From an optimization exercise on the open Yosys and OpenROAD flow, aimed at small area, a short achievable clock period and few clock cycles per item; shortcuts taken in it are not production practice.
Function was checked by simulation only, so behaviour that the tests miss may differ from the original.

==> v16: inputs <==
Design table_curve_interpolator_unit, start of the top module:
module table_curve_interpolator_unit #(
  parameter int MaxPoints = tci_pkg::MaxPointsDefault
) (
  input  logic                              clk,
  input  logic                              rst,
  input  logic                              in_valid,
  output logic                              in_stall,
  input  tci_pkg::in_item_t                 in_data,
  output logic                              out_valid,
  input  logic                              out_stall,
  output tci_pkg::out_item_t                out_data,
  input  logic                              cfg_we,
  input  logic [tci_pkg::CfgIndexWidth-1:0] cfg_index,
  input  logic [tci_pkg::CfgWidth-1:0]      cfg_data
);
  localparam int R4    = 2;               
  localparam int DST   = 8 / R4;          
  localparam int YRD   = DST - 2;         
  localparam int CRED  = 12;              
  localparam int FD    = CRED - 1;        
  logic [6:0] points_in_use;
  logic       interp_mode;
  always_ff @(posedge clk) begin
    if (rst) begin
      points_in_use <= 7'd2;
      interp_mode   <= 1'b1;
    end else if (cfg_we) begin
      case (cfg_index)
        tci_pkg::REG_POINTS_IN_USE: points_in_use <= cfg_data;
        tci_pkg::REG_INTERP_MODE:   interp_mode   <= cfg_data[0];
        default: ;
      endcase
    end
  end
  logic [6:0]  n_eff;
  logic [5:0]  n_m1;
  logic [62:0] seg_mask;
  logic [63:0] last_oh;
  always_comb begin
    if (points_in_use < 7'd2)       n_eff = 7'd2;
    else if (points_in_use > 7'd64) n_eff = 7'd64;
    else                            n_eff = points_in_use;
  end
  assign n_m1 = 6'(n_eff - 7'd1);
  for (genvar i = 0; i < 64; i++) begin : g_dec
    assign last_oh[i] = (n_m1 == 6'(i));
    if (i < 63) begin : g_m
  ...
Settings: LEC_CHECK=0, ABC_CLOCK_PERIOD_IN_PS=6500, CAP_MARGIN=20, CORE_MARGIN=2, CORE_UTILIZATION=50, SETUP_SLACK_MARGIN=5, SLEW_MARGIN=20; clock period 13.0 ns.
run.sh (not shown) runs the stock make flow with config.mk's settings and CLKGATE_MAP_FILE= SYNTH_SCRIPT=/design/flow/synth_recipe.tcl, a recipe that flattens the netlist after the stock synthesis.
==> inputs of v36, as changes to v16 <==
--- a/flow/design.v
+++ b/flow/design.v
@@ -161,35 +161,48 @@
       ca = '0; cb = '0;
       cc = 18'(f <<< 1);
     end
     cdv = (dsel == 2'd2) ? p2 : p1;
   end
 endmodule
+module tci_benc (
+  input  logic [15:0] t,
+  output logic [26:0] enc         
+);
+  logic [17:0] tt;
+  assign tt = {2'b00, t};
+  always_comb begin
+    for (int j = 0; j < 9; j++) begin
+      logic b2, b1, b0;
+      b2 = tt[2*j+1]; b1 = tt[2*j]; b0 = (j == 0) ? 1'b0 : tt[2*j-1];
+      enc[3*j]   = b1 ^ b0;
+      enc[3*j+1] = (b2 & ~b1 & ~b0) | (~b2 & b1 & b0);
+      enc[3*j+2] = b2 & ~(b1 & b0);
+    end
+  end
+endmodule
 module tci_bmul #(parameter int W = 36, parameter int N = 53) (
   input  logic signed [W-1:0] h,
-  input  logic [15:0]         t,
+  input  logic [26:0]         enc,    
   input  logic [N-1:0]        addend,
   output logic [N-1:0]        sum
 );
   localparam int NR = 9;
-  logic [17:0] tt;
-  assign tt = {2'b00, t};
   logic [N-1:0] rows [NR];
   logic [N-1:0] negs;
   logic [N-1:0] kc;
   always_comb begin
     negs = '0;
     kc = '0;
     for (int j = 0; j < NR; j++) begin
-      logic b2, b1, b0, neg, one, two;
+      logic neg, one, two;
       logic [W:0] pp;
       logic [W:0] hx;
-      b2 = tt[2*j+1]; b1 = tt[2*j]; b0 = (j == 0) ? 1'b0 : tt[2*j-1];
-      neg = b2 & ~(b1 & b0);
-      one = b1 ^ b0;
-      two = (b2 & ~b1 & ~b0) | (~b2 & b1 & b0);
+      one = enc[3*j];
+      two = enc[3*j+1];
+      neg = enc[3*j+2];
       hx = {h[W-1], h};
       for (int i = 0; i <= W; i++) begin
         pp[i] = ((one & hx[i]) | (two & ((i == 0) ? 1'b0 : hx[i-1]))) ^ neg;
       end
       pp[W] = ~pp[W];
       rows[j] = N'(pp) << (2*j);
@@ -248,13 +261,13 @@
   input  logic [tci_pkg::CfgIndexWidth-1:0] cfg_index,
   input  logic [tci_pkg::CfgWidth-1:0]      cfg_data
 );
   localparam int R4    = 2;               
   localparam int DST   = 8 / R4;          
   localparam int YRD   = DST - 2;         
-  localparam int CRED  = 12;              
+  localparam int CRED  = 11;              
   localparam int FD    = CRED - 1;        
   logic [6:0] points_in_use;
   logic       interp_mode;
   always_ff @(posedge clk) begin
     if (rst) begin
       points_in_use <= 7'd2;
@@ -308,82 +321,77 @@
   logic        s_below, s_above;
   logic [62:0] s_cond;
   tci_front u_front (
     .q(in_data.query_x), .xs, .seg_mask, .last_oh,
     .below(s_below), .above(s_above), .cond(s_cond)
   );
-  logic        b_v, b_below, b_above;
-  logic [15:0] b_q;
-  logic [62:0] b_cond;
-  always_ff @(posedge clk) begin
-    if (rst) b_v <= 1'b0;
-    else     b_v <= acc && isq;
-    b_q     <= in_data.query_x;
-    b_below <= s_below;
-    b_above <= s_above;
-    b_cond  <= s_cond;
-  end
   logic [62:0] first;
   logic        found;
   logic [31:0] rowE, rowO;
   logic        par;
-  logic [15:0] xE, xO;
   logic [5:0]  seg_bin;
-  assign first = b_cond & (~b_cond + 63'd1);
-  assign found = |b_cond;
+  assign first = s_cond & (~s_cond + 63'd1);
+  assign found = |s_cond;
   always_comb begin
     for (int r = 0; r < 32; r++) begin
       rowE[r] = first[2*r] | ((r > 0) ? first[2*r-1] : 1'b0);
       rowO[r] = first[2*r] | ((r < 31) ? first[2*r+1] : 1'b0);
     end
     par = 1'b0;
     for (int r = 0; r < 31; r++) par = par | first[2*r+1];
-    xE = '0;
-    xO = '0;
-    for (int r = 0; r < 32; r++) begin
-      xE = xE | ({16{rowE[r]}} & xs[(2*r)*16 +: 16]);
-      xO = xO | ({16{rowO[r]}} & xs[(2*r+1)*16 +: 16]);
-    end
     seg_bin = '0;
     for (int i = 0; i < 63; i++) seg_bin = seg_bin | ({6{first[i]}} & 6'(i));
   end
-  logic        c_v, c_in;
-  logic [15:0] c_q, c_x1, c_x2;
-  logic [5:0]  c_s;
-  logic [1:0]  c_code;
+  logic        b_v, b_below, b_above, b_found, b_par;
+  logic [15:0] b_q;
+  logic [31:0] b_rowE, b_rowO;
+  logic [5:0]  b_seg;
   always_ff @(posedge clk) begin
-    if (rst) c_v <= 1'b0;
-    else     c_v <= b_v;
-    c_q  <= b_q;
-    c_x1 <= par ? xO : xE;
-    c_x2 <= par ? xE : xO;
-    c_in <= 1'b0;
-    if (b_below) begin
-      c_s <= 6'd0;  c_code <= tci_pkg::POS_LOW;
-    end else if (b_above || !found) begin
-      c_s <= n_m1;  c_code <= tci_pkg::POS_HIGH;
-    end else begin
-      c_s <= seg_bin; c_code <= tci_pkg::POS_INSIDE; c_in <= 1'b1;
+    if (rst) b_v <= 1'b0;
+    else     b_v <= acc && isq;
+    b_q     <= in_data.query_x;
+    b_below <= s_below;
+    b_above <= s_above;
+    b_found <= found;
+    b_par   <= par;
+    b_rowE  <= rowE;
+    b_rowO  <= rowO;
+    b_seg   <= seg_bin;
+  end
+  logic [15:0] xE, xO, x1, x2;
+  always_comb begin
+    xE = '0;
+    xO = '0;
+    for (int r = 0; r < 32; r++) begin
+      xE = xE | ({16{b_rowE[r]}} & xs[(2*r)*16 +: 16]);
+      xO = xO | ({16{b_rowO[r]}} & xs[(2*r+1)*16 +: 16]);
     end
   end
+  assign x1 = b_par ? xO : xE;
+  assign x2 = b_par ? xE : xO;
   logic        dd_v;
   logic [15:0] dd_d, dd_den;
   logic [17:0] dd_den3;
   logic [5:0]  dd_s;
   logic [1:0]  dd_code, dd_dsel;
-  logic [15:0] den_c;
-  assign den_c = c_x2 - c_x1;
+  logic        b_in;
+  assign b_in = !b_below && !b_above && b_found;
   always_ff @(posedge clk) begin
     if (rst) dd_v <= 1'b0;
-    else     dd_v <= c_v;
-    dd_d    <= c_q - c_x1;
-    dd_den  <= den_c;
-    dd_den3 <= {2'b00, den_c} + {1'b0, den_c, 1'b0};
-    dd_s    <= c_s;
-    dd_code <= c_code;
-    dd_dsel <= !c_in ? 2'd1 : (c_q == c_x1) ? 2'd1 : (c_q == c_x2) ? 2'd2 : 2'd0;
+    else     dd_v <= b_v;
+    dd_d    <= b_q - x1;
+    dd_den  <= x2 - x1;
+    dd_den3 <= {1'b0, x2, 1'b0} + {2'b00, x2} - {1'b0, x1, 1'b0} - {2'b00, x1};
+    if (b_below) begin
+      dd_s <= 6'd0;  dd_code <= tci_pkg::POS_LOW;
+    end else if (b_above || !b_found) begin
+      dd_s <= n_m1;  dd_code <= tci_pkg::POS_HIGH;
+    end else begin
+      dd_s <= b_seg; dd_code <= tci_pkg::POS_INSIDE;
+    end
+    dd_dsel <= !b_in ? 2'd1 : (b_q == x1) ? 2'd1 : (b_q == x2) ? 2'd2 : 2'd0;
   end
   logic        e_v   [DST+1];
   logic [15:0] e_r   [DST+1];
   logic [15:0] e_den [DST+1];
   logic [17:0] e_den3[DST+1];
   logic [15:0] e_t   [DST+1];
@@ -463,62 +471,66 @@
   assign y_v    = e_v[DST];
   assign y_t    = e_t[DST];
   assign y_code = e_code[DST];
   logic               m1_v;
   logic signed [35:0] m1_h;
   logic signed [17:0] m1_cc;
-  logic [15:0]        m1_cdv, m1_t;
+  logic [15:0]        m1_cdv;
+  logic [26:0]        m1_enc;
   logic [1:0]         m1_code;
-  logic [36:0] h1_full;
-  tci_bmul #(.W(20), .N(37)) u_m1 (
-    .h(y_ca), .t(y_t), .addend({y_cb[19], y_cb, 16'd0}), .sum(h1_full)
+  logic [35:0] h1_full;
+  logic [26:0] y_enc;
+  tci_benc u_enc (.t(y_t), .enc(y_enc));
+  tci_bmul #(.W(20), .N(36)) u_m1 (
+    .h(y_ca), .enc(y_enc), .addend({y_cb, 16'd0}), .sum(h1_full)
   );
   always_ff @(posedge clk) begin
     if (rst) m1_v <= 1'b0;
     else     m1_v <= y_v;
     m1_h    <= h1_full[35:0];
     m1_cc   <= y_cc;
     m1_cdv  <= y_cdv;
-    m1_t    <= y_t;
+    m1_enc  <= y_enc;
     m1_code <= y_code;
   end
   logic               m2_v;
   logic signed [34:0] m2_h;
-  logic [15:0]        m2_cdv, m2_t;
+  logic [15:0]        m2_cdv;
+  logic [26:0]        m2_enc;
   logic [1:0]         m2_code;
-  logic [52:0] h2_full;
-  tci_bmul #(.W(36), .N(53)) u_m2 (
-    .h(m1_h), .t(m1_t), .addend({{3{m1_cc[17]}}, m1_cc, 16'd0, 16'd32768}), .sum(h2_full)
+  logic [50:0] h2_full;
+  tci_bmul #(.W(36), .N(51)) u_m2 (
+    .h(m1_h), .enc(m1_enc), .addend({m1_cc[17], m1_cc, 16'd0, 16'd32768}), .sum(h2_full)
   );
   always_ff @(posedge clk) begin
     if (rst) m2_v <= 1'b0;
     else     m2_v <= m1_v;
     m2_h    <= h2_full[50:16];
     m2_cdv  <= m1_cdv;
-    m2_t    <= m1_t;
+    m2_enc  <= m1_enc;
     m2_code <= m1_code;
   end
-  logic [52:0] h3_full;
-  tci_bmul #(.W(35), .N(53)) u_m3 (
-    .h(m2_h), .t(m2_t), .addend({4'd0, m2_cdv, 1'b1, 16'd0, 16'd32768}), .sum(h3_full)
+  logic [51:0] h3_full;
+  tci_bmul #(.W(35), .N(52)) u_m3 (
+    .h(m2_h), .enc(m2_enc), .addend({3'd0, m2_cdv, 1'b1, 16'd0, 16'd32768}), .sum(h3_full)
   );
   logic               m3_v;
-  logic signed [19:0] m3_val;
+  logic signed [18:0] m3_val;
   logic [1:0]         m3_code;
   always_ff @(posedge clk) begin
     if (rst) m3_v <= 1'b0;
     else     m3_v <= m2_v;
-    m3_val  <= $signed(h3_full[52:33]);
+    m3_val  <= $signed(h3_full[51:33]);
     m3_code <= m2_code;
   end
   logic [17:0] v_sat;
   logic [19:0] r_data;
   logic        r_v;
   always_comb begin
-    if (m3_val < -20'sd131072)     v_sat = 18'h20000;
-    else if (m3_val > 20'sd131071) v_sat = 18'h1ffff;
+    if (m3_val < -19'sd131072)     v_sat = 18'h20000;
+    else if (m3_val > 19'sd131071) v_sat = 18'h1ffff;
     else                           v_sat = m3_val[17:0];
   end
   assign r_v    = m3_v;
   assign r_data = {v_sat, m3_code};
   logic [19:0] fifo [FD];
   logic [3:0]  wp, rp;
@@ -540,10 +552,10 @@
       fcnt <= fcnt + 5'(push) - 5'(pop);
     end
     if (head_free) out_data <= (fcnt != '0) ? fifo[rp] : r_data;
     if (push) fifo[wp] <= r_data;
   end
   always_comb begin
-    ld_block = b_v || c_v || dd_v;
+    ld_block = b_v || dd_v;
     for (int k = 1; k <= YRD; k++) ld_block = ld_block || e_v[k];
   end
 endmodule
==> inputs of v27, as changes to v16 <==
--- a/flow/design.v
+++ b/flow/design.v
@@ -161,35 +161,48 @@
       ca = '0; cb = '0;
       cc = 18'(f <<< 1);
     end
     cdv = (dsel == 2'd2) ? p2 : p1;
   end
 endmodule
+module tci_benc (
+  input  logic [15:0] t,
+  output logic [26:0] enc         
+);
+  logic [17:0] tt;
+  assign tt = {2'b00, t};
+  always_comb begin
+    for (int j = 0; j < 9; j++) begin
+      logic b2, b1, b0;
+      b2 = tt[2*j+1]; b1 = tt[2*j]; b0 = (j == 0) ? 1'b0 : tt[2*j-1];
+      enc[3*j]   = b1 ^ b0;
+      enc[3*j+1] = (b2 & ~b1 & ~b0) | (~b2 & b1 & b0);
+      enc[3*j+2] = b2 & ~(b1 & b0);
+    end
+  end
+endmodule
 module tci_bmul #(parameter int W = 36, parameter int N = 53) (
   input  logic signed [W-1:0] h,
-  input  logic [15:0]         t,
+  input  logic [26:0]         enc,    
   input  logic [N-1:0]        addend,
   output logic [N-1:0]        sum
 );
   localparam int NR = 9;
-  logic [17:0] tt;
-  assign tt = {2'b00, t};
   logic [N-1:0] rows [NR];
   logic [N-1:0] negs;
   logic [N-1:0] kc;
   always_comb begin
     negs = '0;
     kc = '0;
     for (int j = 0; j < NR; j++) begin
-      logic b2, b1, b0, neg, one, two;
+      logic neg, one, two;
       logic [W:0] pp;
       logic [W:0] hx;
-      b2 = tt[2*j+1]; b1 = tt[2*j]; b0 = (j == 0) ? 1'b0 : tt[2*j-1];
-      neg = b2 & ~(b1 & b0);
-      one = b1 ^ b0;
-      two = (b2 & ~b1 & ~b0) | (~b2 & b1 & b0);
+      one = enc[3*j];
+      two = enc[3*j+1];
+      neg = enc[3*j+2];
       hx = {h[W-1], h};
       for (int i = 0; i <= W; i++) begin
         pp[i] = ((one & hx[i]) | (two & ((i == 0) ? 1'b0 : hx[i-1]))) ^ neg;
       end
       pp[W] = ~pp[W];
       rows[j] = N'(pp) << (2*j);
@@ -463,62 +476,66 @@
   assign y_v    = e_v[DST];
   assign y_t    = e_t[DST];
   assign y_code = e_code[DST];
   logic               m1_v;
   logic signed [35:0] m1_h;
   logic signed [17:0] m1_cc;
-  logic [15:0]        m1_cdv, m1_t;
+  logic [15:0]        m1_cdv;
+  logic [26:0]        m1_enc;
   logic [1:0]         m1_code;
-  logic [36:0] h1_full;
-  tci_bmul #(.W(20), .N(37)) u_m1 (
-    .h(y_ca), .t(y_t), .addend({y_cb[19], y_cb, 16'd0}), .sum(h1_full)
+  logic [35:0] h1_full;
+  logic [26:0] y_enc;
+  tci_benc u_enc (.t(y_t), .enc(y_enc));
+  tci_bmul #(.W(20), .N(36)) u_m1 (
+    .h(y_ca), .enc(y_enc), .addend({y_cb, 16'd0}), .sum(h1_full)
   );
   always_ff @(posedge clk) begin
     if (rst) m1_v <= 1'b0;
     else     m1_v <= y_v;
     m1_h    <= h1_full[35:0];
     m1_cc   <= y_cc;
     m1_cdv  <= y_cdv;
-    m1_t    <= y_t;
+    m1_enc  <= y_enc;
     m1_code <= y_code;
   end
   logic               m2_v;
   logic signed [34:0] m2_h;
-  logic [15:0]        m2_cdv, m2_t;
+  logic [15:0]        m2_cdv;
+  logic [26:0]        m2_enc;
   logic [1:0]         m2_code;
-  logic [52:0] h2_full;
-  tci_bmul #(.W(36), .N(53)) u_m2 (
-    .h(m1_h), .t(m1_t), .addend({{3{m1_cc[17]}}, m1_cc, 16'd0, 16'd32768}), .sum(h2_full)
+  logic [50:0] h2_full;
+  tci_bmul #(.W(36), .N(51)) u_m2 (
+    .h(m1_h), .enc(m1_enc), .addend({m1_cc[17], m1_cc, 16'd0, 16'd32768}), .sum(h2_full)
   );
   always_ff @(posedge clk) begin
     if (rst) m2_v <= 1'b0;
     else     m2_v <= m1_v;
     m2_h    <= h2_full[50:16];
     m2_cdv  <= m1_cdv;
-    m2_t    <= m1_t;
+    m2_enc  <= m1_enc;
     m2_code <= m1_code;
   end
-  logic [52:0] h3_full;
-  tci_bmul #(.W(35), .N(53)) u_m3 (
-    .h(m2_h), .t(m2_t), .addend({4'd0, m2_cdv, 1'b1, 16'd0, 16'd32768}), .sum(h3_full)
+  logic [51:0] h3_full;
+  tci_bmul #(.W(35), .N(52)) u_m3 (
+    .h(m2_h), .enc(m2_enc), .addend({3'd0, m2_cdv, 1'b1, 16'd0, 16'd32768}), .sum(h3_full)
   );
   logic               m3_v;
-  logic signed [19:0] m3_val;
+  logic signed [18:0] m3_val;
   logic [1:0]         m3_code;
   always_ff @(posedge clk) begin
     if (rst) m3_v <= 1'b0;
     else     m3_v <= m2_v;
-    m3_val  <= $signed(h3_full[52:33]);
+    m3_val  <= $signed(h3_full[51:33]);
     m3_code <= m2_code;
   end
   logic [17:0] v_sat;
   logic [19:0] r_data;
   logic        r_v;
   always_comb begin
-    if (m3_val < -20'sd131072)     v_sat = 18'h20000;
-    else if (m3_val > 20'sd131071) v_sat = 18'h1ffff;
+    if (m3_val < -19'sd131072)     v_sat = 18'h20000;
+    else if (m3_val > 19'sd131071) v_sat = 18'h1ffff;
     else                           v_sat = m3_val[17:0];
   end
   assign r_v    = m3_v;
   assign r_data = {v_sat, m3_code};
   logic [19:0] fifo [FD];
   logic [3:0]  wp, rp;
- CTS_BUF_LIST: unset -> sky130_fd_sc_hd__clkbuf_8
==> flow_summary.toml <==
[cells_and_area]
finish.instance_area_um2 = 213000
diodes = 49

[clock_network]
numCtsBuffers = 333
cts-root-buf = "clkbuf_16"
clk_latency_ns = 1.00

[timing]
fmaxAchievable_mhz = 125

[run_status]
status = "complete, no violations"

[yosys]
synthCells = 18100
synth_nets = 19800

[critical_path]
max_stage_delay_ns = 0.86
# the run above: v36

==> flow_summary.toml <==
[critical_path]
max_stage_delay_ns = 0.67

[yosys]
synthCells = 17900
synth_flop_cell = "edfxtp_1"
synth_nets = 19500

[cells_and_area]
finish.instance_area_um2 = 212000
nFillCells = 33500
diodes = 13

[clock_network]
postCtsSetupRepairBufs = 0
clk_latency_ns = 1.21
cts-root-buf = "clkbuf_8"
numCtsBuffers = 542

[timing]
fin_crit_sh = 0.578
fmaxAchievable_mhz = 133

[run_status]
status = "complete, no violations"

[routing]
wl_per_cell_um = 26.5
met3WireLength_mm = 51.6

[grt]
met1_usage = 0.418
# the run above: v27

==> flow_summary.toml <==
[routing]
drc = 0
antenna_left = 0

[yosys]
synthCells = 18000
synth_compound_area_frac = 0.168
synth_simple_gate_area_frac = 0.0854
synth_mux_area_frac = 0.0519
synth_nets = 19700

[critical_path]
max_stage_delay_ns = 0.66

[clock_network]
numCtsBuffers = 340
cts-root-buf = "clkbuf_16"
clk_latency_ns = 0.98

[cells_and_area]
finish.instance_area_um2 = 213000
nonClkBufAreaFrac = 0.0179

[run_status]
status = "complete, no violations"

[timing]
rsz0062_at_grt = "no"
# the run above: v16

Testbench counts of v16, summed over its fixed seeds: cycles 3,776, items 3,072.
Testbench counts of v36, summed over its fixed seeds: cycles 3,712, items 3,072.
Testbench counts of v27, summed over its fixed seeds: cycles 3,776, items 3,072.

port drivers added, routing unchanged:
How much do the figures lean on ideal ports? The routed layouts below were timed once more, with nothing changed but the port constraints.
Step 1 (the two cells are an assumption about what drives the block):
set clk [get_ports {clk}]
set_driving_cell -lib_cell sky130_fd_sc_hd__clkbuf_16 $clk
set_driving_cell -lib_cell sky130_fd_sc_hd__buf_2 [delete_from_list [all_inputs] $clk]
Step 2, shift: input delay + t, output delay - t, t = (earliest + latest rising clock arrival at the registers) / 2. This alone moves slack from input paths to output paths.
a / b / c = no drivers / after step 1 / after step 2; a / b = the first two.
| run | t (ns) | setup WS [ns] | pins driven straight from the clock port |
|---|---|---|---|
| v16 | 1.045 | 5.318 / 5.318 / 5.147 | 1 |
| v36 | 1.087 | 5.005 / 5.088 / 4.001 | 1 |
| v27 | 1.280 | 5.491 / 5.491 / 5.491 | 1 |
After both steps setup and hold are still met in every run listed. The setup slack of v36, which loses most, moves by +0.083 ns with the drivers and by -1.004 ns with both steps.
